This is an optimization exercise on Yosys and OpenROAD, whose aim is a short achievable clock period and few clock cycles per item, not a production implementation. RTL that was checked went through simulation tests only; none was proved equivalent to the original. Only the layout flow was run in run 3; the RTL was not checked for function there. Power and IR drop assume default switching activity.

==> flow/config.mk <==
export PLATFORM = sky130hd
export DESIGN_NAME = mips_core_top
export DESIGN_NICKNAME = mips_core_top
export VERILOG_FILES = /design/flow/design.v
export SDC_FILE = /design/flow/constraint.sdc
export NUM_CORES = 4
export LEC_CHECK = 0
export CAP_MARGIN = 20
export CORE_MARGIN = 2
export CORE_UTILIZATION = 40
export SLEW_MARGIN = 20
==> flow/constraint.sdc <==
create_clock -name core_clock -period 10.0 [get_ports {aclk}]
set_input_delay 2.0000 -clock core_clock [delete_from_list [all_inputs] [get_ports {aclk}]]
set_output_delay 2.0000 -clock core_clock [all_outputs]
set_load 0.01 [all_outputs]
==> flow/design.v <==
`timescale 1ns/1ps
package isa_pkg;
    localparam int XLEN     = 32;
    localparam int NUM_REGS = 32;
    typedef logic [XLEN-1:0]             word_t;      
    typedef logic [$clog2(NUM_REGS)-1:0] reg_idx_t;   
    localparam word_t RESET_PC = '0;
    localparam logic [5:0] OP_SPECIAL = 6'b000000;    
    localparam logic [5:0] OP_BEQ     = 6'b000100;
    localparam logic [5:0] OP_ADDIU   = 6'b001001;
    localparam logic [5:0] OP_LUI     = 6'b001111;
    localparam logic [5:0] OP_LW      = 6'b100011;
    localparam logic [5:0] OP_SW      = 6'b101011;
    localparam logic [5:0] FN_ADDU = 6'b100001;
    localparam logic [5:0] FN_SUBU = 6'b100011;
    localparam logic [5:0] FN_AND  = 6'b100100;
    localparam logic [5:0] FN_OR   = 6'b100101;
    localparam logic [5:0] FN_SLT  = 6'b101010;
endpackage
`timescale 1ns/1ps
package pipe_pkg;
    typedef enum logic [2:0] {
        ALU_ADD,
        ALU_SUB,
        ALU_AND,
        ALU_OR,
        ALU_SLT,    
        ALU_LUI     
    } alu_op_t;
    typedef struct packed {
        logic           valid;
        logic [31:0] pc;
        logic [31:0] instr;
    } if_id_t;
    typedef struct packed {
        logic              valid;
        logic [31:0]    pc;
        alu_op_t           alu_op;
        logic [31:0]    src_a;        
        logic [31:0]    src_b;        
        logic [31:0]    imm;          
        logic [31:0]    store_data;
        logic [4:0] dst;
        logic              reg_write;
        logic              load;
        logic              store;
        logic              branch;
        logic              use_imm;
    } id_exe_t;
    typedef struct packed {
        logic              valid;
        logic [31:0]    pc;
        logic [31:0]    result;       
        logic [31:0]    store_data;
        logic [4:0] dst;
        logic              reg_write;
        logic              load;
        logic              store;
    } exe_mem_t;
    typedef struct packed {
        logic              valid;
        logic [31:0]    pc;
        logic [31:0]    result;
        logic [4:0] dst;
        logic              reg_write;
    } mem_wb_t;
    typedef struct packed {
        logic              we;
        logic [4:0] dst;
        logic [31:0]    value;
    } fwd_t;
    typedef struct packed {
        logic           enable;
        logic           write;
        logic [31:0] addr;
        logic [31:0] wdata;
    } dmem_req_t;
endpackage
`timescale 1ns/1ps
`timescale 1ns/1ps
module reg_file (
    input  logic        aclk,
    input  logic        arst_n,
    input  logic [4:0]  ra,
    input  logic [4:0]  rb,
    output logic [31:0] rdata_a,
    output logic [31:0] rdata_b,
    input  logic        we,      
    input  logic [4:0]  wdst,
    input  logic [31:0] wdata
);
    logic [31:0] regs [1:31];
    always_ff @(posedge aclk or negedge arst_n) begin
        if (!arst_n) begin
            for (int i = 1; i < 32; i++) begin
                regs[i] <= '0;
            end
        end else begin
            for (int i = 1; i < 32; i++) begin
                if (we && wdst == 5'(i)) regs[i] <= wdata;
            end
        end
    end
    logic [31:0] rview [32];
    always_comb begin
        rview[0] = '0;
        for (int i = 1; i < 32; i++) rview[i] = regs[i];
        rdata_a = rview[ra];
        rdata_b = rview[rb];
        if (we && wdst == ra && ra != '0) rdata_a = wdata;
        if (we && wdst == rb && rb != '0) rdata_b = wdata;
    end
endmodule
`timescale 1ns/1ps
`timescale 1ns/1ps
`timescale 1ns/1ps
`timescale 1ns/1ps
module mips_core_top (
    input  logic                aclk,
    input  logic                arst_n,
    output logic [31:0]      inst_addr,
    input  logic [31:0]      inst_rdata,
    output logic                dmem_en,
    output logic                dmem_we,
    output logic [31:0]         dmem_addr,
    output logic [31:0]         dmem_wdata,
    input  logic [31:0]      dmem_rdata,
    output logic [31:0]      debug_wb_pc,
    output logic [31:0]      debug_wb_rf_wdata,
    output logic [3:0]          debug_wb_rf_wen,
    output logic [4:0]   debug_wb_rf_wnum
);
    localparam int BTB_N = 4;
    logic [31:2] pc;                  
    logic        d_valid;
    logic [31:2] d_pc;
    logic [31:0] d_instr;
    logic        d_nseq;              
    logic        e_valid;             
    logic [31:2] e_pc;
    logic [31:0] e_a;
    logic [31:0] e_b;
    logic [31:0] e_sd;                
    logic [4:0]  e_dst;
    logic        e_we;                
    logic        e_load;
    logic        e_store;
    logic        e_branch;            
    logic        e_skip1;             
    logic [31:2] e_target;
    logic        e_sub;
    logic        e_r_and;
    logic        e_r_or;
    logic        e_r_slt;
    logic        e_a_m, e_a_w;        
    logic        e_b_m, e_b_w;        
    logic        e_s_m, e_s_w;        
    logic        m_we;
    logic [4:0]  m_dst;
    logic [31:2] m_pc;
    logic [31:0] m_result;
    logic [31:0] m_sd;
    logic        m_load;
    logic        m_en;
    logic        m_st;
    logic        w_we;
    logic [4:0]  w_dst;
    logic [31:2] w_pc;
    logic [31:0] w_result;
    logic        bt_v   [BTB_N];
    logic [31:2] bt_key [BTB_N];
    logic [31:2] bt_tgt [BTB_N];
    logic [$clog2(BTB_N)-1:0] bt_ptr;
    logic [31:0] x_a, x_b, x_sd, x_bb, x_sum, x_res;
    logic        x_slt, x_eq, x_taken, x_redirect, x_kill;
    assign x_a  = e_a_m ? m_result : (e_a_w ? w_result : e_a);
    assign x_b  = e_b_m ? m_result : (e_b_w ? w_result : e_b);
    assign x_sd = e_s_m ? m_result : (e_s_w ? w_result : e_sd);
    assign x_bb = x_b ^ {32{e_sub}};
    assign x_sum = x_a + x_bb + {31'd0, e_sub};
    assign x_slt = (x_a[31] ^ x_b[31]) ? x_a[31] : x_sum[31];
    always_comb begin
        if (e_r_and)      x_res = x_a & x_b;
        else if (e_r_or)  x_res = x_a | x_b;
        else if (e_r_slt) x_res = {31'd0, x_slt};
        else              x_res = x_sum;
    end
    assign x_eq       = (x_a == x_b);
    assign x_taken    = e_branch && x_eq;
    assign x_kill     = x_taken && e_skip1 && d_valid && !d_nseq;
    assign x_redirect = x_taken && !x_kill;
    logic [5:0]  op, fn;
    logic [4:0]  rs, rt, rd;
    logic [31:0] imm_s;
    logic        is_r, is_addiu, is_lui, is_lw, is_sw, is_beq, is_ub, is_cb;
    logic        r_ok, use_rs, use_rt, use_imm, dec_we;
    logic [4:0]  dec_dst;
    logic [31:0] rf_a, rf_b;
    logic        stall, d_go;
    logic        a_m, a_w, t_m, t_w;
    assign op    = d_instr[31:26];
    assign rs    = d_instr[25:21];
    assign rt    = d_instr[20:16];
    assign rd    = d_instr[15:11];
    assign fn    = d_instr[5:0];
    assign imm_s = {{16{d_instr[15]}}, d_instr[15:0]};
    assign is_r     = (op == isa_pkg::OP_SPECIAL);
    assign is_addiu = (op == isa_pkg::OP_ADDIU);
    assign is_lui   = (op == isa_pkg::OP_LUI);
    assign is_lw    = (op == isa_pkg::OP_LW);
    assign is_sw    = (op == isa_pkg::OP_SW);
    assign is_beq   = (op == isa_pkg::OP_BEQ);
    assign is_ub    = is_beq && (rs == rt);      
    assign is_cb    = is_beq && (rs != rt);
    assign r_ok     = is_r && (fn == isa_pkg::FN_ADDU || fn == isa_pkg::FN_SUBU ||
                               fn == isa_pkg::FN_AND  || fn == isa_pkg::FN_OR ||
                               fn == isa_pkg::FN_SLT);
    assign use_rs  = r_ok || is_addiu || is_lw || is_sw || is_cb;
    assign use_rt  = r_ok || is_sw || is_cb;
    assign use_imm = is_addiu || is_lui || is_lw || is_sw;
    assign dec_dst = is_r ? rd : rt;
    assign dec_we  = (r_ok || is_addiu || is_lui || is_lw) && (dec_dst != '0);
    reg_file u_reg_file (
        .aclk    (aclk),
        .arst_n  (arst_n),
        .ra      (rs),
        .rb      (rt),
        .rdata_a (rf_a),
        .rdata_b (rf_b),
        .we      (w_we),
        .wdst    (w_dst),
        .wdata   (w_result)
    );
    assign stall = d_valid && e_valid && e_load && e_we &&
                   ((use_rs && rs == e_dst) || (use_rt && rt == e_dst));
    assign a_m = e_we && (e_dst == rs);
    assign a_w = m_we && (m_dst == rs);
    assign t_m = e_we && (e_dst == rt);
    assign t_w = m_we && (m_dst == rt);
    assign d_go = d_valid && !stall && !x_redirect && !x_kill &&
                  (r_ok || is_addiu || is_lui || is_lw || is_sw || is_cb);
    always_ff @(posedge aclk or negedge arst_n) begin
        if (!arst_n) begin
            e_valid  <= 1'b0;
            e_we     <= 1'b0;
            e_load   <= 1'b0;
            e_store  <= 1'b0;
            e_branch <= 1'b0;
            e_skip1  <= 1'b0;
            e_dst    <= '0;
            e_sub    <= 1'b0;
            e_r_and  <= 1'b0;
            e_r_or   <= 1'b0;
            e_r_slt  <= 1'b0;
            e_a_m    <= 1'b0;
            e_a_w    <= 1'b0;
            e_b_m    <= 1'b0;
            e_b_w    <= 1'b0;
            e_s_m    <= 1'b0;
            e_s_w    <= 1'b0;
        end else begin
            e_valid  <= d_go;
            e_we     <= d_go && dec_we;
            e_load   <= d_go && is_lw;
            e_store  <= d_go && is_sw;
            e_branch <= d_go && is_cb;
            e_skip1  <= d_go && is_cb && (d_instr[15:0] == 16'd1) && !d_nseq;
            e_dst    <= dec_dst;
            e_sub    <= is_r && (fn == isa_pkg::FN_SUBU || fn == isa_pkg::FN_SLT);
            e_r_and  <= is_r && (fn == isa_pkg::FN_AND);
            e_r_or   <= is_r && (fn == isa_pkg::FN_OR);
            e_r_slt  <= is_r && (fn == isa_pkg::FN_SLT);
            e_a_m    <= use_rs && a_m;
            e_a_w    <= use_rs && !a_m && a_w;
            e_b_m    <= !use_imm && use_rt && t_m;
            e_b_w    <= !use_imm && use_rt && !t_m && t_w;
            e_s_m    <= use_rt && t_m;
            e_s_w    <= use_rt && !t_m && t_w;
        end
    end
    always_ff @(posedge aclk) begin
        e_pc     <= d_pc;
        e_a      <= is_lui ? '0 : rf_a;
        e_b      <= is_lui ? {d_instr[15:0], 16'h0000} : (use_imm ? imm_s : rf_b);
        e_sd     <= rf_b;
        e_target <= d_pc + 30'd1 + imm_s[29:0];
    end
    logic [31:2] pc_inc, f_tgt, bt_hit_tgt, pc_next;
    logic        f_ub, bt_hit;
    assign inst_addr = {pc, 2'b00};
    assign pc_inc    = pc + 30'd1;
    assign f_ub  = (inst_rdata[31:26] == isa_pkg::OP_BEQ) &&
                   (inst_rdata[25:21] == inst_rdata[20:16]);
    assign f_tgt = pc_inc + {{14{inst_rdata[15]}}, inst_rdata[15:0]};
    always_comb begin
        bt_hit     = 1'b0;
        bt_hit_tgt = pc_inc;
        for (int i = 0; i < BTB_N; i++) begin
            if (bt_v[i] && bt_key[i] == pc) begin
                bt_hit     = 1'b1;
                bt_hit_tgt = bt_tgt[i];
            end
        end
    end
    always_comb begin
        if (x_redirect)  pc_next = e_target;
        else if (stall)  pc_next = pc;
        else if (f_ub)   pc_next = f_tgt;
        else if (bt_hit) pc_next = bt_hit_tgt;
        else             pc_next = pc_inc;
    end
    always_ff @(posedge aclk or negedge arst_n) begin
        if (!arst_n) begin
            pc      <= '0;
            d_valid <= 1'b0;
            d_nseq  <= 1'b0;
            d_instr <= '0;
        end else begin
            pc <= pc_next;
            if (x_redirect) begin
                d_valid <= 1'b0;
            end else if (!stall) begin
                d_valid <= 1'b1;
                d_nseq  <= f_ub || bt_hit;
                d_instr <= inst_rdata;
            end
        end
    end
    always_ff @(posedge aclk) begin
        if (!stall) d_pc <= pc;
    end
    logic        bt_learn, bt_known;
    logic [31:2] bt_new_key;
    assign bt_new_key = d_pc - 30'd1;
    always_comb begin
        bt_known = 1'b0;
        for (int i = 0; i < BTB_N; i++) begin
            if (bt_v[i] && bt_key[i] == bt_new_key) bt_known = 1'b1;
        end
    end
    assign bt_learn = d_valid && is_ub && !x_redirect && !x_kill && !bt_known;
    always_ff @(posedge aclk or negedge arst_n) begin
        if (!arst_n) begin
            bt_ptr <= '0;
            for (int i = 0; i < BTB_N; i++) bt_v[i] <= 1'b0;
        end else if (bt_learn) begin
            bt_ptr         <= bt_ptr + 1'b1;
            bt_v[bt_ptr]   <= 1'b1;
        end
    end
    always_ff @(posedge aclk) begin
        if (bt_learn) begin
            bt_key[bt_ptr] <= bt_new_key;
            bt_tgt[bt_ptr] <= d_pc + 30'd1 + imm_s[29:0];
        end
    end
    always_ff @(posedge aclk or negedge arst_n) begin
        if (!arst_n) begin
            m_we   <= 1'b0;
            m_load <= 1'b0;
            m_en   <= 1'b0;
            m_st   <= 1'b0;
            m_dst  <= '0;
        end else begin
            m_we   <= e_we;
            m_load <= e_load;
            m_en   <= e_load || e_store;
            m_st   <= e_store;
            m_dst  <= e_dst;
        end
    end
    always_ff @(posedge aclk) begin
        m_pc     <= e_pc;
        m_result <= x_res;
        m_sd     <= x_sd;
    end
    assign dmem_en    = m_en;
    assign dmem_we    = m_st;
    assign dmem_addr  = m_result;
    assign dmem_wdata = m_sd;
    always_ff @(posedge aclk or negedge arst_n) begin
        if (!arst_n) begin
            w_we  <= 1'b0;
            w_dst <= '0;
        end else begin
            w_we  <= m_we;
            w_dst <= m_dst;
        end
    end
    always_ff @(posedge aclk) begin
        w_pc     <= m_pc;
        w_result <= m_load ? dmem_rdata : m_result;
    end
    assign debug_wb_pc       = {w_pc, 2'b00};
    assign debug_wb_rf_wdata = w_result;
    assign debug_wb_rf_wen   = {4{w_we}};
    assign debug_wb_rf_wnum  = w_dst;
endmodule
==> flow/run.sh <==
#!/bin/bash
# synth_recipe.tcl (not shown) runs the flow's synth.tcl, then flattens the netlist and writes it again
# the make line also repeats each setting of config.mk as NAME=value (left out here)
make -C /OpenROAD-flow-scripts/flow DESIGN_CONFIG=/design/flow/config.mk WORK_HOME=/design/flow/orfs CLKGATE_MAP_FILE= SYNTH_SCRIPT=/design/flow/synth_recipe.tcl finish
==> out/results.tsv, run 1 <==
stage	metric	value	unit
floorplan	ios	237	
hold_path	hold_path_class	reg2reg	
cells_and_area	finish.utilization	0.4633	
clock_network	cts_tree	yes	
detailed_routing	ant_nets	0	
power	power	18.69	mW
cells_and_area	final_cells	10370	
grt	grt_max_degree	175	
worst_setup_path	worstPathRequired	10.44	ns
run	maxCapViolCount	0	
place	hpwlAfterDp	235900	um
synth	synth.yosys.warnings	5	
clock_network	cts_made_buffers	179	
clock_network	insertion_delay	0.89	ns
clock_network	root_buffer	clkbuf_16	
grt	grt_pass1_wl	536100	um
synth	synth.cell_area	0.08364	mm2
detailed_routing	route.detailed.drc	0	
synth	synth_edf_count	270	
cells_and_area	seq_area	0.04184	mm2
clock_network	postCtsHoldBufs	0	
power	p_leak	41.57	nW
synth	synth-main-ff-cell	dfrtp_1	
detailed_routing	viasPerCell	6.840	
timing	tightest_slew	1.341	ns
cells_and_area	drive_gt1_frac	0.2307	
floorplan	num_rows	167	
timing	fin_setup_tns	0	ns
timing	period_needed	6.438	ns
place	port_buffers	232	
clock_network	clockBufferDepth	3	
timing	setup_viol	0	
worst_setup_path	worstPathMaxFanout	43	
cells_and_area	final_net_count	7640	
clock_network	htree_levels	4	
power	powerDensity	194.4	mW/mm2
worst_setup_path	cp.arrival	6.88	ns
timing	rsz0062_at_grt	no	
grt	track_usage	0.3574	
detailed_routing	first_iter_violations	12990	
timing	hold_ws	0.3238	ns
synth	synthArstFlopShare	0.6536	
clock_network	clock_sinks	1680	
clock_network	cts_resized	0	
clock_network	postCtsSetupBuffers	0	
grt	grt_pass1_vias	68220	
place	place_inst	10020	
worst_setup_path	cp-end-kind	flip-flop	
status	status	complete, no violations	
timing	drv_slew	0	
synth	yosysSeqAreaShare	0.5001	
worst_setup_path	worstSetupPathType	reg2reg	
cells_and_area	multi_input_area	0.03944	mm2
timing	relSlewSlack	0.09934	
synth	synth_cell_types	96	
floorplan	core_area	0.2075	mm2
timing	fmax	155.3	MHz
floorplan	dieArea	0.2128	mm2
cells_and_area	syn2layout_area_growth	14.93	%
detailed_routing	wl_per_cell	37.63	um
timing	fin_skew	0.08861	ns
synth	synth_seq_cells	1680	
detailed_routing	wl	390000	um
grt	antenna_found_initial	17	
grt	grt.overflow.total	0	
place	gp_congestion	0.9974	
floorplan	fp.dieH	461.3	um
synth	syn_avg_cell_area	11.33	um2
detailed_routing	num_vias	70900	
timing	min_period_over_period	0.6438	
timing	finalHoldViolCount	0	
cells_and_area	n_fill_cell	18870	
clock_network	clk_pin_slew	0.07	ns
synth	syn_inst	7382	
worst_setup_path	start_kind	flip-flop	
floorplan	die_x	461.3	um
detailed_routing	first_pass_iters	13	
floorplan	start_util	0.4031	
power	irDropWorstVdd	0.1911	mV
## through the flow
stage / setup WS (ns) / cell area (um2)
2_1_floorplan: 3.844 / 83650
3_3_place_gp: 3.843 / 89550
3_5_place_dp: 3.775 / 89590
4_1_cts: 3.688 / 96010
5_1_grt: 3.353 / 96110
6_report: 3.562 / 96130
## worst max-delay path: stages (launching register included)
cell,delay [ns]
edfxtp_1,0.57
inv_1,0.25
ha_1,0.33
nor4b_4,0.45
nand4_1,0.77
or3_4,0.66
xnor2_4,0.30
xnor2_1,0.11
o2111ai_1,0.14
nor4_1,0.13
a221oi_1,0.29
nor2_1,0.11
nand3b_1,0.41
nor2_4,0.66
buf_4,0.70
## synth_stat cells (10+ instances only)
| cell | instances | area share |
|---|---|---|
| dfrtp_1 | 1098 | 0.33 |
| mux2_2 | 1037 | 0.14 |
| clkbuf_1 | 464 | 0.021 |
| nor2_1 | 367 | 0.016 |
| a22oi_1 | 352 | 0.032 |
| nand2_1 | 328 | 0.015 |
| dfxtp_1 | 312 | 0.075 |
| a221oi_1 | 291 | 0.030 |
| xnor2_1 | 286 | 0.030 |
| a22o_1 | 273 | 0.029 |
| edfxtp_1 | 270 | 0.097 |
| a21oi_1 | 236 | 0.014 |
| inv_1 | 191 | 0.0086 |
| nand3_1 | 187 | 0.011 |
| nand4_1 | 176 | 0.013 |
| o21ai_0 | 165 | 0.0099 |
| ha_1 | 158 | 0.024 |
| xor2_1 | 130 | 0.014 |
| mux2i_1 | 120 | 0.014 |
| nor3_1 | 120 | 0.0072 |
| buf_1 | 98 | 0.0044 |
| nor4_1 | 75 | 0.0056 |
| a222oi_1 | 64 | 0.0077 |
| a21o_1 | 48 | 0.0043 |
| o21a_1 | 45 | 0.0040 |
| a211oi_1 | 40 | 0.0036 |
| nand2b_1 | 38 | 0.0028 |
| or3_1 | 31 | 0.0023 |
| clkbuf_2 | 30 | 0.0018 |
| o211ai_1 | 28 | 0.0025 |
| and3_1 | 23 | 0.0017 |
| a31oi_1 | 19 | 0.0014 |
| nor2b_1 | 19 | 0.0014 |
| o21bai_1 | 19 | 0.0017 |
| buf_2 | 17 | 0.0010 |
| or2_2 | 16 | 0.0012 |
| o22ai_1 | 13 | 0.00097 |
| a211o_1 | 11 | 0.0012 |
| o2111ai_1 | 11 | 0.0012 |
| and2_1 | 10 | 0.00075 |
| nand3b_1 | 10 | 0.00090 |
## cells in the final DEF, fill, tap and decap left out, types with 190 or more instances in the layout
cell	count
xnor2_1	286
a221oi_1	291
edfxtp_1	270
nand2_1	317
inv_1	190
nor2_1	286
dfxtp_1	311
a22o_1	273
a22oi_1	352
a21oi_1	235
buf_4	224
clkdlybuf4s50_1	231
mux2_2	1037
dfrtp_1	1089
## power breakdown
part / leakage [nW] / internal (mW) / switching (mW)
clock network: 3.16 / 4.20 / 3.04
logic: 18.3 / 1.20 / 2.37
registers: 20.1 / 7.50 / 0.381
total: 41.6 / 12.9 / 5.80
## kinds of logic after synthesis
| family | count (synthesis) | synth area share |
|---|---|---|
| AO/OA/AOI/OAI | 1684 | 0.1506 |
| XOR/XNOR | 426 | 0.04638 |
| adder cells (fa/ha/maj) | 162 | 0.02447 |
| buffers and inverters | 809 | 0.03746 |
| flip-flops | 1680 | 0.5001 |
| multiplexers | 1158 | 0.1542 |
| other | 1 | 0.00004484 |
| AND/OR/NAND/NOR | 1462 | 0.08671 |
## final timing paths
kind / start / to / slack (ns) / depth (start not counted)
worst max-delay path: d_pc[2] / bt_tgt[3][18] / 3.56 / 14
worst min register to register: m_pc[31] / w_pc[31] / 0.32 / 0
max in group asynchronous: arst_n / d_instr[14] / 6.51 / 3
worst min-delay path: m_pc[31] / w_pc[31] / 0.32 / 0
worst max register to register: d_pc[2] / bt_tgt[3][18] / 3.56 / 14
min in group asynchronous: arst_n / u_reg_file.regs[25][28] / 1.17 / 1
## state kept, by name, indices dropped and copies added, names as in the netlist, 32 cells and up
signal           flops
e_b                 32
u_reg_file.regs    992
bt_key             120
e_a                 32
m_sd                32
d_instr             32
w_result            32
m_result            32
bt_tgt             120
e_sd                32
## layout make-up
class	instances	area share
Tap cell	2788	0.03629
Clock buffer	273	0.05779
Sequential cell	1680	0.4353
Inverter	191	0.007458
Multi-Input combinational cell	4896	0.4103
Timing Repair Buffer	465	0.04357
Clock inverter	62	0.009046
Antenna cell	10	0.0002603
## routing by layer
| layer | global-route usage | wire length [um] | up-vias |
|---|---|---|---|
| met4 | 0.2427 | 32610 | 20 |
| met3 | 0.1236 | 53140 | 1674 |
| li1 | - | - | 27700 |
| met1 | 0.4500 | 142400 | 35490 |
| met2 | 0.5140 | 161600 | 6011 |
| met5 | 0.005052 | 247 | - |
Testbench counts, summed over its fixed seeds: cycles 48,077, instrs 47,475.
==> run 2, diff against run 1 <==
--- a/flow/config.mk
+++ b/flow/config.mk
@@ -6,6 +6,8 @@
 export NUM_CORES = 4
 export LEC_CHECK = 0
+export ABC_CLOCK_PERIOD_IN_PS = 3000
 export CAP_MARGIN = 20
 export CORE_MARGIN = 2
 export CORE_UTILIZATION = 40
+export SETUP_SLACK_MARGIN = 5
 export SLEW_MARGIN = 20
==> run 2 against run 1 <==
Compared with the run above:
- worst hold slack got worse by 0.0026 ns
- sequential cell count unchanged
- critical endpoint is now bt_key[1][7]
- clock power decreased by 2.9%
- still clean
- sequential power increased by 0.5%
- clock skew increased by 0.0098 ns
- maximum frequency increased by 32%
- critical path type unchanged
==> out/results.tsv, run 2 <==
stage	metric	value	unit	change
detailed_routing	first_pass_iters	10		was 13
timing	drv_slew	0		unchanged
clock_network	clk_pin_slew	0.06	ns	was 0.07 ns
cells_and_area	layout_commonest_cell	dfrtp_1		unchanged
synth	synthArstFlopShare	0.6536		unchanged
cells_and_area	largest_register_ffs	992		unchanged
detailed_routing	first_iter_violations	13180		was 12.99k
detailed_routing	wl_per_cell	37.06	um	was 37.63 um
detailed_routing	wl	384900	um	was 390,000 um
floorplan	start_util	0.4031		unchanged
timing	finalHoldViolCount	0		unchanged
floorplan	core_area	0.2075	mm2	unchanged
timing	setup_viol	0		unchanged
worst_setup_path	cp-end-kind	flip-flop		unchanged
synth	synth_seq_cells	1680		unchanged
cells_and_area	reg_top3	u_reg_file.regs: 992 flops, bt_key: 120 flops, bt_tgt: 120 flops		unchanged
synth	netlist.area_leader.share	0.3285		unchanged
clock_network	root_buffer	clkbuf_16		unchanged
status	status	complete, no violations		unchanged
timing	relSlewSlack	0.1454		was 0.09934
grt	track_usage	0.3525		was 0.3574
timing	fin_skew	0.09846	ns	was 0.08861 ns
worst_setup_path	worstPathMaxFanout	11		was 43
timing	rsz0062_at_grt	no		unchanged
synth	yosys.area.top_type	dfrtp_1		unchanged
place	postPlaceCellArea	0.08958	mm2	was 0.08959 mm2
worst_setup_path	start_kind	flip-flop		unchanged
place	hpwlAfterDp	230400	um	was 235,900 um
detailed_routing	viasPerCell	6.870		was 6.840
floorplan	die_x	461.3	um	unchanged
grt	grt_pass1_vias	68180		was 68.22k
cells_and_area	largest_register	u_reg_file.regs		unchanged
grt	antenna_found_initial	15		was 17
place	port_buffers	232		unchanged
grt	grt_max_degree	153		was 175
cells_and_area	design_area	0.09622	mm2	was 0.09613 mm2
grt	grt.overflow.total	0		unchanged
worst_setup_path	cp.arrival	5.40	ns	was 6.88 ns
worst_setup_path	worstPathRequired	10.51	ns	was 10.44 ns
synth	synth-main-ff-cell	dfrtp_1		unchanged
clock_network	clock_sinks	1680		unchanged
place	place_ws	3.694	ns	was 3.775 ns
cells_and_area	syn2layout_area_growth	15.05	%	was 14.93%
power	irDropWorstVdd	0.1910	mV	was 0.1911 mV
grt	grt_pass1_wl	529700	um	was 536,100 um
hold_path	hold_path_class	reg2reg		unchanged
cells_and_area	drive_gt1_frac	0.2345		was 0.2307
floorplan	dieArea	0.2128	mm2	unchanged
synth	synth.yosys.warnings	5		unchanged
timing	hold_ws	0.3212	ns	was 0.3238 ns
detailed_routing	ant_nets	0		unchanged
clock_network	cts_made_buffers	179		unchanged
timing	finalWorstSetupSlack	5.109	ns	was 3.562 ns
synth	synthTopCellsByArea	dfrtp_1, mux2_2, edfxtp_1, dfxtp_1, a22oi_1		unchanged
synth	syn_inst	7382		unchanged
synth	synthTopCellsByCount	dfrtp_1, mux2_2, clkbuf_1, nor2_1, a22oi_1		unchanged
worst_setup_path	worstSetupStartpoint	d_pc[2]		unchanged
worst_setup_path	worstSetupPathType	reg2reg		unchanged
timing	period_needed	4.891	ns	was 6.438 ns
floorplan	ios	237		unchanged
power	powerDensity	192.0	mW/mm2	was 194.4 mW/mm2
detailed_routing	route.detailed.drc	0		unchanged
synth	synth_edf_count	270		unchanged
synth	synth_cell_types	96		unchanged
floorplan	fp.dieH	461.3	um	unchanged
synth	synth.cell_area	0.08364	mm2	unchanged
clock_network	cts_tree	yes		unchanged
cells_and_area	final_cell_mix	dfrtp_1, mux2_2, a22oi_1		unchanged
clock_network	htree_levels	4		unchanged
synth	syn_avg_cell_area	11.33	um2	unchanged
timing	fmax	204.5	MHz	was 155.3 MHz
floorplan	num_rows	167		unchanged
cells_and_area	final_net_count	7660		was 7,640
cells_and_area	n_fill_cell	18800		was 18.87k
synth	yosysMostFrequentCell	dfrtp_1		unchanged
clock_network	postCtsHoldBufs	0		unchanged
timing	tightest_slew	1.279	ns	was 1.341 ns
place	gp_congestion	0.9800		was 0.9974
run	maxCapViolCount	0		unchanged
worst_setup_path	r2r_start	d_pc[2]		unchanged
power	p_leak	41.60	nW	was 41.57 nW
clock_network	clockBufferDepth	3		unchanged
detailed_routing	num_vias	71360		was 70.90k
cells_and_area	multi_input_area	0.03958	mm2	was 0.03944 mm2
cells_and_area	seq_area	0.04185	mm2	was 0.04184 mm2
timing	fin_setup_tns	0	ns	unchanged
hold_path	min_from	m_pc[4]		was m_pc[31]
synth	yosysSeqAreaShare	0.5001		unchanged
timing	min_period_over_period	0.4891		was 0.6438
clock_network	insertion_delay	0.90	ns	was 0.89 ns
power	power	18.47	mW	was 18.69 mW
[run 2: cell counts after synthesis]
No cell type changed its count.
[run 2: area by class of cell]
class,count,share of cell area
antenna,15,0.0003901
clock buffer,259,0.05517
clock inverter,72,0.009128
inverter,191,0.007451
multi-input combinational,4898,0.4113
sequential,1680,0.4349
tap,2788,0.03625
timing repair buffer,483,0.04538
[run 2: final timing paths]
check | end | cells after the start | slack, ns
worst min register to register | w_pc[4] | 0 | 0.32
worst max-delay path | bt_key[1][7] | 14 | 5.11
min in group asynchronous | u_reg_file.regs[10][28] | 1 | 1.15
worst max register to register | bt_key[1][7] | 14 | 5.11
worst min-delay path | w_pc[4] | 0 | 0.32
max in group asynchronous | u_reg_file.regs[7][17] | 3 | 6.63
[run 2: repair_timing]
action | CTS | global route
hold endpoints to repair | 0 | 0
gates resized for setup | 18 | 20
setup endpoints to repair | 293 | 281
setup buffers | 9 | 14
pin swaps | 5 | 0
gates cloned | 2 | 0
[run 2: power breakdown]
group          switching [mW]  internal, mW
combinational            2.32          1.20
sequential              0.424          7.50
clock                    3.05          3.98
[run 2: worst max-delay path, stage by stage, from the launching register on]
cell and delay, ns:
edfxtp_1 0.46, inv_1 0.20, ha_1 0.33, or4b_4 0.54, or3_1 0.50, xnor2_4 0.29, xor2_1 0.17, and4b_1 0.24
nand4_1 0.15, nor4_1 0.09, a221oi_1 0.30, nor2_1 0.13, nand3b_1 0.20, buf_4 0.21, nor2_2 0.68
[run 2: logic make-up (layout without fill, tap and decap cells)]
kind of cell	after synthesis	count (layout)	share of synthesized area
and+or+nand+nor	1462	1464	0.08671
other	1	19	0.00004484
buffers and inverters	809	1005	0.03746
adders and majority gates	162	162	0.02447
AOI/OAI and AO/OA	1684	1684	0.1506
muxes	1158	1158	0.1542
xor gates and xnor gates	426	426	0.04638
DFF	1680	1680	0.5001
[run 2: metal layers]
metal | global-route usage | vias to the layer above | routed length, um
li1 | - | 27780 | -
met1 | 0.4442 | 35650 | 141200
met2 | 0.5039 | 6194 | 159900
met3 | 0.1242 | 1729 | 51850
met4 | 0.2421 | 4 | 31970
met5 | 0 | - | 60
[run 2: per-stage QoR]
stage | instances | util
4_1_cts | 10360 | 0.4624
3_5_place_dp | 10020 | 0.4318
3_3_place_gp | 10020 | 0.4317
6_report | 10390 | 0.4638
2_1_floorplan | 7385 | -
5_1_grt | 10370 | 0.4636
==> run 3, diff against run 2 <==
--- a/flow/design.v
+++ b/flow/design.v
@@ -330,27 +330,33 @@
         if (!stall) d_pc <= pc;
     end
-    logic        bt_learn, bt_known;
-    logic [31:2] bt_new_key;
-    assign bt_new_key = d_pc - 30'd1;
+    logic        l_v, bt_known;
+    logic [31:2] l_key, l_tgt;
+    always_ff @(posedge aclk or negedge arst_n) begin
+        if (!arst_n) l_v <= 1'b0;
+        else         l_v <= d_valid && is_ub && !x_redirect && !x_kill;
+    end
+    always_ff @(posedge aclk) begin
+        l_key <= d_pc - 30'd1;
+        l_tgt <= d_pc + 30'd1 + imm_s[29:0];
+    end
     always_comb begin
         bt_known = 1'b0;
         for (int i = 0; i < BTB_N; i++) begin
-            if (bt_v[i] && bt_key[i] == bt_new_key) bt_known = 1'b1;
+            if (bt_v[i] && bt_key[i] == l_key) bt_known = 1'b1;
         end
     end
-    assign bt_learn = d_valid && is_ub && !x_redirect && !x_kill && !bt_known;
     always_ff @(posedge aclk or negedge arst_n) begin
         if (!arst_n) begin
             bt_ptr <= '0;
             for (int i = 0; i < BTB_N; i++) bt_v[i] <= 1'b0;
-        end else if (bt_learn) begin
-            bt_ptr         <= bt_ptr + 1'b1;
-            bt_v[bt_ptr]   <= 1'b1;
+        end else if (l_v && !bt_known) begin
+            bt_ptr       <= bt_ptr + 1'b1;
+            bt_v[bt_ptr] <= 1'b1;
         end
     end
     always_ff @(posedge aclk) begin
-        if (bt_learn) begin
-            bt_key[bt_ptr] <= bt_new_key;
-            bt_tgt[bt_ptr] <= d_pc + 30'd1 + imm_s[29:0];
+        if (l_v && !bt_known) begin
+            bt_key[bt_ptr] <= l_key;
+            bt_tgt[bt_ptr] <= l_tgt;
         end
     end
==> flow/flow/run.sh (new file) <==
#!/bin/bash
# The standard layout, with setup repair aiming well past the clock
# constraint so the achieved period keeps shrinking below 10 ns.
cp standard.sh standard_sh.copy.log
cp config.mk config_mk.copy.log
export SETUP_SLACK_MARGIN=7
bash standard.sh > standard.log 2>&1
==> flow/standard.sh (new file) <==
#!/bin/bash
# synth_recipe.tcl (not shown) runs the flow's synth.tcl, then flattens the netlist and writes it again
# the make line also repeats each setting of config.mk as NAME=value (left out here)
make -C /OpenROAD-flow-scripts/flow DESIGN_CONFIG=/design/flow/config.mk WORK_HOME=/design/flow/orfs CLKGATE_MAP_FILE= SYNTH_SCRIPT=/design/flow/synth_recipe.tcl "${@:-finish}"
--- a/flow/config.mk
+++ b/flow/config.mk
@@ -10,4 +10,3 @@
 export CORE_MARGIN = 2
 export CORE_UTILIZATION = 40
-export SETUP_SLACK_MARGIN = 5
 export SLEW_MARGIN = 20
removed: flow/run.sh
==> run 3 against run 2 <==
Compared with the run above:
- still clean
- clock-buffer cell count grew 17
- clock power grew 5.3%
- register-to-register slack gained 0.95 ns
- sequential power grew 2.9%
- die area shrank 0.46%
- worst hold slack gained 0.0037 ns
- largest cell class unchanged
- highest routed layer unchanged
==> out/results.tsv, run 3 <==
stage	metric	value	unit	change
timing	tightest_slew	1.290	ns	was 1.279 ns
synth	synthArstFlopShare	0.6423		was 0.6536
worst_setup_path	worstPathMaxFanout	8		was 11
worst_setup_path	worstPathRequired	10.73	ns	was 10.51 ns
synth	synth.yosys.warnings	5		unchanged
timing	relSlewSlack	0.1403		was 0.1454
grt	grt_pass1_wl	561900	um	was 529,700 um
grt	antenna_found_initial	27		was 15
clock_network	postCtsHoldBufs	0		unchanged
clock_network	clock_sinks	1711		was 1,680
worst_setup_path	cp-end-kind	flip-flop		unchanged
worst_setup_path	cp.arrival	4.67	ns	was 5.40 ns
cells_and_area	final_net_count	8212		was 7,660
place	postPlaceCellArea	0.08935	mm2	was 0.08958 mm2
grt	grt_pass1_vias	71070		was 68.18k
status	status	complete, no violations		unchanged
detailed_routing	wl_per_cell	38.79	um	was 37.06 um
worst_setup_path	critPathTopFamily	buffers and inverters		was simple AND/OR/NAND/NOR gates
clock_network	cts_made_buffers	184		was 179
synth	syn_inst	7247		was 7,382
timing	fin_skew	0.06639	ns	was 0.09846 ns
cells_and_area	design_area	0.1090	mm2	was 0.09622 mm2
synth	synth_edf_count	270		unchanged
timing	setup_viol	0		unchanged
floorplan	start_util	0.4020		was 0.4031
clock_network	cts_tree	yes		unchanged
worst_setup_path	crit_buf_inv	9		was 2
synth	yosysMostFrequentCell	dfrtp_1		unchanged
clock_network	htree_levels	4		unchanged
timing	fmax	253.5	MHz	was 204.5 MHz
clock_network	clk_pin_slew	0.06	ns	about the same
hold_path	min_from	e_pc[10]		was m_pc[4]
timing	fin_setup_tns	0	ns	unchanged
clock_network	clockBufferDepth	3		unchanged
timing	min_period_over_period	0.3945		was 0.4891
cells_and_area	layout_commonest_cell	dfrtp_1		unchanged
cells_and_area	syn2layout_area_growth	30.95	%	was 15.05%
run	maxCapViolCount	0		unchanged
power	power	19.43	mW	was 18.47 mW
detailed_routing	first_pass_iters	12		was 10
timing	period_needed	3.945	ns	was 4.891 ns
synth	synthTopCellsByArea	dfrtp_1, mux2_2, edfxtp_1, dfxtp_1, a22oi_1		unchanged
power	p_leak	47.94	nW	was 41.60 nW
floorplan	fp.dieH	460.2	um	was 461.3 um
worst_setup_path	slowest_delay	0.49	ns	was 0.68 ns
power	irDropWorstVdd	0.2020	mV	was 0.1910 mV
worst_setup_path	reg2reg_to	pc[6]		was bt_key[1][7]
synth	netlist.area_leader.share	0.3303		was 0.3285
grt	track_usage	0.3767		was 0.3525
cells_and_area	largest_register_ffs	992		unchanged
synth	synth.cell_area	0.08325	mm2	was 0.08364 mm2
cells_and_area	final_cell_mix	dfrtp_1, mux2_2, buf_4		was dfrtp_1, mux2_2, a22oi_1
place	port_buffers	232		unchanged
cells_and_area	n_fill_cell	17300		was 18.80k
synth	synthTopCellsByCount	dfrtp_1, mux2_2, clkbuf_1, a22oi_1, dfxtp_1		was dfrtp_1, mux2_2, clkbuf_1, nor2_1, a22oi_1
hold_path	hold_path_depth	0		unchanged
power	powerDensity	178.2	mW/mm2	was 192.0 mW/mm2
synth	yosys.area.top_type	dfrtp_1		unchanged
synth	synth_seq_cells	1711		was 1,680
synth	yosysSeqAreaShare	0.5100		was 0.5001
cells_and_area	drive_gt1_frac	0.4079		was 0.2345
floorplan	num_rows	167		unchanged
worst_setup_path	r2r_start	e_b_w		was d_pc[2]
detailed_routing	viasPerCell	6.895		was 6.870
cells_and_area	reg_top3	u_reg_file.regs: 992 flops, bt_key: 120 flops, bt_tgt: 120 flops		unchanged
place	gp_congestion	0.9545		was 0.9800
worst_setup_path	crit_slowest_cell	dfrtp_2		was nor2_2
worst_setup_path	worstSetupPathType	reg2reg		unchanged
worst_setup_path	cp.depth	20		was 14
synth	synth-main-ff-cell	dfrtp_1		unchanged
cells_and_area	largest_register	u_reg_file.regs		unchanged
place	hpwlAfterDp	216300	um	was 230,400 um
hold_path	hold_path_class	reg2reg		unchanged
detailed_routing	num_vias	75540		was 71.36k
synth	syn_avg_cell_area	11.49	um2	was 11.33 um2
clock_network	insertion_delay	0.88	ns	was 0.90 ns
timing	finalHoldViolCount	0		unchanged
worst_setup_path	start_kind	flip-flop		unchanged
floorplan	core_area	0.2071	mm2	was 0.2075 mm2
timing	drv_slew	0		unchanged
worst_setup_path	crit_top_cell	buf_12		
worst_setup_path	rrSetupSlack	6.05	ns	was 5.11 ns
timing	hold_ws	0.3249	ns	was 0.3212 ns
timing	rsz0062_at_grt	yes		was no
detailed_routing	first_iter_violations	14450		was 13.18k
floorplan	die_x	460.2	um	was 461.3 um
grt	grt.overflow.total	0		unchanged
floorplan	ios	237		unchanged
floorplan	dieArea	0.2118	mm2	was 0.2128 mm2
hold_path	hold_end	m_pc[10]		was w_pc[4]
worst_setup_path	worstSetupStartpoint	e_b_w		was d_pc[2]
worst_setup_path	path_cells	buf_12 -> buf_16 -> buf_6 -> buf_12 -> mux2i_2 -> nor2_1 -> a21oi_2 -> ha_1 -> nor4_4 -> nand4_1 -> nor4_2 -> buf_4 -> and2_4 -> buf_12 -> clkinvlp_4 -> buf_12 -> nand2_8 -> buf_12 -> a211oi_2 -> a311oi_1		was inv_1 -> ha_1 -> or4b_4 -> or3_1 -> xnor2_4 -> xor2_1 -> and4b_1 -> nand4_1 -> nor4_1 -> a221oi_1 -> nor2_1 -> nand3b_1 -> buf_4 -> nor2_2
detailed_routing	wl	425000	um	was 384,900 um
clock_network	root_buffer	clkbuf_16		unchanged
detailed_routing	ant_nets	0		unchanged
worst_setup_path	worst_r2r_path_depth	20		was 14
grt	grt_max_degree	142		was 153
synth	synth_cell_types	87		was 96
detailed_routing	route.detailed.drc	0		unchanged
## run 3: cell count changes in the layout (fill, tap and decap cells not counted), sizes merged, moves of 18 or more
| cell | previous run | this run |
|---|---|---|
| bufbuf | 0 | 31 |
| dfxtp | 312 | 342 |
| xnor2 | 288 | 306 |
| clkbuf | 259 | 301 |
| a22oi | 352 | 383 |
| clkdlybuf4s50 | 230 | 34 |
| a21oi | 236 | 271 |
| nand2 | 328 | 301 |
| nor3 | 124 | 106 |
| inv | 199 | 181 |
| nor2 | 369 | 339 |
| buf | 252 | 1050 |
## run 3: final cells by class
| class | count | area, um2 | share of cell area |
|---|---|---|---|
| Clock buffer | 276 | 5603 | 0.05140 |
| Antenna cell | 22 | 55.05 | 0.0005050 |
| Sequential cell | 1711 | 42860 | 0.3931 |
| Tap cell | 2788 | 3488 | 0.03200 |
| Timing Repair Buffer | 1166 | 13500 | 0.1238 |
| Clock inverter | 71 | 914.6 | 0.008390 |
| Inverter | 176 | 664.4 | 0.006094 |
| Multi-Input combinational cell | 4746 | 41940 | 0.3847 |
## run 3: worst max-delay path by stage
stage / to / slack, ns
after detailed placement: pc[29] / 4.78
after CTS: m_result[0] / 6.13
after floorplan: pc[26] / 5.87
after global placement: pc[29] / 4.78
final: pc[6] / 6.05
after global routing: pc[25] / 5.96
## run 3: per-stage QoR
stage | cells | setup WS (ns) | util
2_1_floorplan | 7250 | 5.868 | -
3_3_place_gp | 9867 | 4.779 | 0.4315
3_5_place_dp | 9867 | 4.781 | 0.4315
4_1_cts | 10700 | 6.132 | 0.5028
5_1_grt | 10940 | 5.957 | 0.5262
6_report | 10960 | 6.055 | 0.5265
## run 3: repair_timing
item / in CTS / in global routing
pin swaps: 211 / 273
setup buffers: 439 / 210
cloned: 44 / 27
gates resized for setup: 1780 / 546
endpoints found under the setup margin: 1173 / 799
## run 3: kinds of logic after synthesis
family                     count (synthesis)  synth area share
AOI/OAI and AO/OA                       1640            0.1463
xor gates and xnor gates                 440           0.04629
adders and majority gates                161           0.02447
buffers and inverters                    797           0.03887
DFF                                     1711            0.5100
muxes                                   1173            0.1567
other                                      1        0.00004505
and+or+nand+nor                         1324           0.07745
## run 3: power breakdown
part | switching [mW] | leakage [nW] | total (mW) | internal [mW]
combinational | 2.19 | 24.3 | 3.88 | 1.69
sequential | 0.562 | 20.4 | 8.15 | 7.59
clock | 3.12 | 3.18 | 7.40 | 4.28
## run 3: layer usage
layer	track usage	up-vias	routed length [um]
li1	-	28620	-
met1	0.4540	37500	144700
met2	0.5335	7031	170900
met3	0.1631	2365	66860
met4	0.2732	28	42140
met5	0.0004592	-	376

[re-timing with driven ports]
Ports are ideal in the flow. The routed layouts listed here were re-timed in OpenROAD. Step 1 assumes that a clkbuf_16 drives the clock port and a buf_2 every other input. Step 2 also shifts input and output timing later by t, the mid clock arrival at the registers, as if the neighbouring blocks saw the same clock. Three values: no drivers, after step 1, after step 2; two values: the first two.
| run | shift t [ns] | setup WS [ns] | hold WS [ns] |
|---|---|---|---|
| run 1 | 0.929 | 3.562 / 3.562 / 3.562 | 0.324 / 0.324 / 0.324 |
| run 2 | 0.947 | 5.109 / 5.109 / 4.509 | 0.321 / 0.321 / 0.321 |
| run 3 | 0.948 | 6.055 / 6.055 / 5.285 | 0.325 / 0.325 / 0.325 |
After both steps setup and hold are still met in every run listed. The setup slack of run 3, which loses most, moves by 0.000 ns with the drivers and by -0.770 ns with both steps.
